Background: an optimization exercise with open tools, aiming at small area, a short achievable clock period and few clock cycles per item. Do not read the settings as production practice. Only simulation tests tie the RTL to the original design; equivalence was not proved. Power is estimated from default activity; no workload was simulated.

## v6
// card_marking_write_barrier
module card_marking_write_barrier #(
  parameter int unsigned ADDR_BITS  = 48,
  parameter int unsigned COUNT_BITS = 32
) (
  input  logic                              clk_i,
  input  logic                              rst_ni,
  input  logic                              cfg_we_i,
  input  logic [cmwb_pkg::CFG_IDX_W-1:0]    cfg_index_i,
  input  logic [cmwb_pkg::CFG_DATA_W-1:0]   cfg_data_i,
  input  logic                              in_valid_i,
  output logic                              in_stall_o,
  input  cmwb_pkg::in_word_t                in_data_i,
  output logic                              out_valid_o,
  input  logic                              out_stall_i,
  output cmwb_pkg::out_word_t               out_data_o
);
export LEC_CHECK = 0
export CAP_MARGIN = 20
export CORE_MARGIN = 2
export CORE_UTILIZATION = 55
export SETUP_SLACK_MARGIN = 4.3
export SLEW_MARGIN = 60
create_clock -name core_clock -period 7.5 [get_ports {clk_i}]
standard.sh (not shown) runs the stock make flow with config.mk's settings and CLKGATE_MAP_FILE= SYNTH_SCRIPT=/design/flow/synth_recipe.tcl, a recipe that flattens the netlist after the stock synthesis.
==> flow/flow/run.sh <==
#!/bin/bash
# The standard layout, with plain buffers on the ports, without the delay
# cells as buffers, and a clock tree of smaller buffers without dummy loads;
# every tool's output goes to standard.log and ORFS's logs
set -uo pipefail
DU="sky130_fd_sc_hd__probe_p_8 sky130_fd_sc_hd__probec_p_8 sky130_fd_sc_hd__lpflow_*"
DU="$DU sky130_fd_sc_hd__clkdlybuf4s* sky130_fd_sc_hd__dlygate* sky130_fd_sc_hd__dlymetal*"
CTS="-sink_clustering_enable -repair_clock_nets -dont_use_dummy_load"
CTS="$CTS -buf_list {sky130_fd_sc_hd__clkbuf_8 sky130_fd_sc_hd__clkbuf_16} -sink_clustering_size 22 -sink_clustering_max_diameter 100"
bash standard.sh "DONT_USE_CELLS=$DU" \
  "BUFFER_PORTS_ARGS=-buffer_cell sky130_fd_sc_hd__buf_1" \
  "CTS_ARGS=$CTS" finish > standard.log 2>&1
v6: all stages complete, timing, DRC and antenna checks passed
Testbench counts of v6, summed over its fixed seeds: cycles 16,016, items 16,000.
Input-level comparison between v7 and v6:
Settings: swapping 60 for 20 in SLEW_MARGIN.
## What came out
In the reports for v6 and v7, the smaller worst reg-to-reg setup slack belongs to v7. When v7 is measured against v6, its fraction of the core area covered by cells at the end of the flow turns out 0.61 points lower. Diff v6..v7 | post-route worst hold slack | negligible. v6 has a higher cell area after layout than v7. From v6 to v7 the numbers moved as follows: power neither gained nor lost much; final worst-path cycle share fell by 0.54 points. v7: via count is 205 lower than what v6 reported. v7 reports its worst setup path category as input pin to output port while v6 reports input pin to flop. Going from v6 to v7, routed wire length fell 230 um, die area about even.

* * *

== v40 ==
card_marking_write_barrier again, from the RTL that the note above started with.
## card_marking_write_barrier
module card_marking_write_barrier #(
  parameter int unsigned ADDR_BITS  = 48,
  parameter int unsigned COUNT_BITS = 32
) (
  input  logic                              clk_i,
  input  logic                              rst_ni,
  input  logic                              cfg_we_i,
  input  logic [cmwb_pkg::CFG_IDX_W-1:0]    cfg_index_i,
  input  logic [cmwb_pkg::CFG_DATA_W-1:0]   cfg_data_i,
  input  logic                              in_valid_i,
  output logic                              in_stall_o,
  input  cmwb_pkg::in_word_t                in_data_i,
  output logic                              out_valid_o,
  input  logic                              out_stall_i,
  output cmwb_pkg::out_word_t               out_data_o
);
==> flow/config.mk <==
export PLATFORM = sky130hd
export DESIGN_NAME = card_marking_write_barrier
export DESIGN_NICKNAME = card_marking_write_barrier
export VERILOG_FILES = /design/flow/design.v
export SDC_FILE = /design/flow/constraint.sdc
export NUM_CORES = 4
export LEC_CHECK = 0
export CAP_MARGIN = 20
export CORE_MARGIN = 2
export CORE_UTILIZATION = 55
export SETUP_SLACK_MARGIN = 4.45
export SLEW_MARGIN = 20
==> flow/constraint.sdc <==
create_clock -name core_clock -period 7.5 [get_ports {clk_i}]
set_input_delay 1.5000 -clock core_clock [delete_from_list [all_inputs] [get_ports {clk_i}]]
set_output_delay 1.5000 -clock core_clock [all_outputs]
set_load 0.01 [all_outputs]
Scripts as last shown in full above: flow/flow/run.sh
Testbench counts of v40, summed over its fixed seeds: cycles 16,016, items 16,000.
What v34 does differently from v40 at the input level:
- swapping 4.45 for 4.3 in SETUP_SLACK_MARGIN
- swapping 55 for 40 in CORE_UTILIZATION
For v34, the critical path endpoint was a_tests_q[7], unlike v40, where it was in_stall_o. [compare] base=v40 new=v34: share of the clock period used by the worst path after layout now sits higher, instance count of the mapped netlist comparable. Met1 global-route usage: v34 vs v40 down 9.8 points. From v40 to v34, area after synthesis did not move at all. v40 has a higher worst setup slack than v34. Compared with v40, the router placed fewer vias in v34. | number of nets in the layout | v40 vs v34 | ≈ equal |. Taking v40 as the reference, in v34 all-layer global routing usage lost 6.8 points, number of clock sinks seen by CTS neither gained nor lost much, power picked up an extra 0.77%.
Edits applied to the flow inputs when going from v34 to v51:
- CORE_UTILIZATION now 55, was 40
- SETUP_SLACK_MARGIN now 4.38, was 4.3
==> summary.txt <==
- No stage failed in v51, and the final checks on the layout all came back clean.
- v34 was carried through to the last stage, and its layout satisfied the timing, design-rule and antenna checks.
- Compared with v34, v51 shows net switching power that has gone down slightly.
- [v51 vs v34] worst-margin pin slew: lower in v51
- Diff v34 -> v51 | clock network fraction of design power | decrease of 0.5 points
- Re ratio of final minimum period to clock period: v51 and v34 aren't equal, and the higher value belongs to v34.
- Routed length on met1 ended up about 4.3% lower on v51 than on v34.
diff inputs: v51 => v13
- CORE_UTILIZATION: 55 -> 65
- SETUP_SLACK_MARGIN: 4.38 -> 4.3
v13 did not stop at any stage, and its layout met the timing, design-rule and antenna checks.
v51: full flow OK, the timing, design-rule and antenna checks passed
Compared with v51, v13 shows switching share of total power lower by 0.22 points.
Of v13 and v51, the lower routed wire length belongs to v13.
The run showing the greater final worst slack is v51.

==> separate check: timing with driven ports <==
Ports are ideal in the flow. The routed layouts listed here were re-timed in OpenROAD. Step 1 (the two cells are an assumption about what drives the block):
set clk [get_ports {clk_i}]
set_driving_cell -lib_cell sky130_fd_sc_hd__clkbuf_16 $clk
set_driving_cell -lib_cell sky130_fd_sc_hd__buf_2 [delete_from_list [all_inputs] $clk]
Step 2 times the ports against the registers' clock, not the clock port: input delays grow and output delays shrink by t, the midpoint of the rising clock arrivals with the driver on. a / b / c = ideal ports / drivers / drivers and shift; a / b = the first two.
run	t (ns)	setup WS [ns]	worst register clock-pin slew, ns
v6	0.657	4.231 / 4.234 / 3.616	0.10 / 0.10
v7	0.653	4.271 / 4.218 / 3.672	0.10 / 0.10
v40	0.648	4.276 / 4.231 / 3.692	0.10 / 0.10
v34	0.667	4.234 / 4.247 / 3.604	0.10 / 0.10
v51	0.651	4.272 / 4.226 / 3.743	0.10 / 0.10
v13	0.636	4.267 / 4.225 / 3.656	0.10 / 0.10
After both steps every run listed still meets setup and hold. The setup slack of v34, which loses most, moves by +0.013 ns with the drivers and by -0.630 ns with both steps.
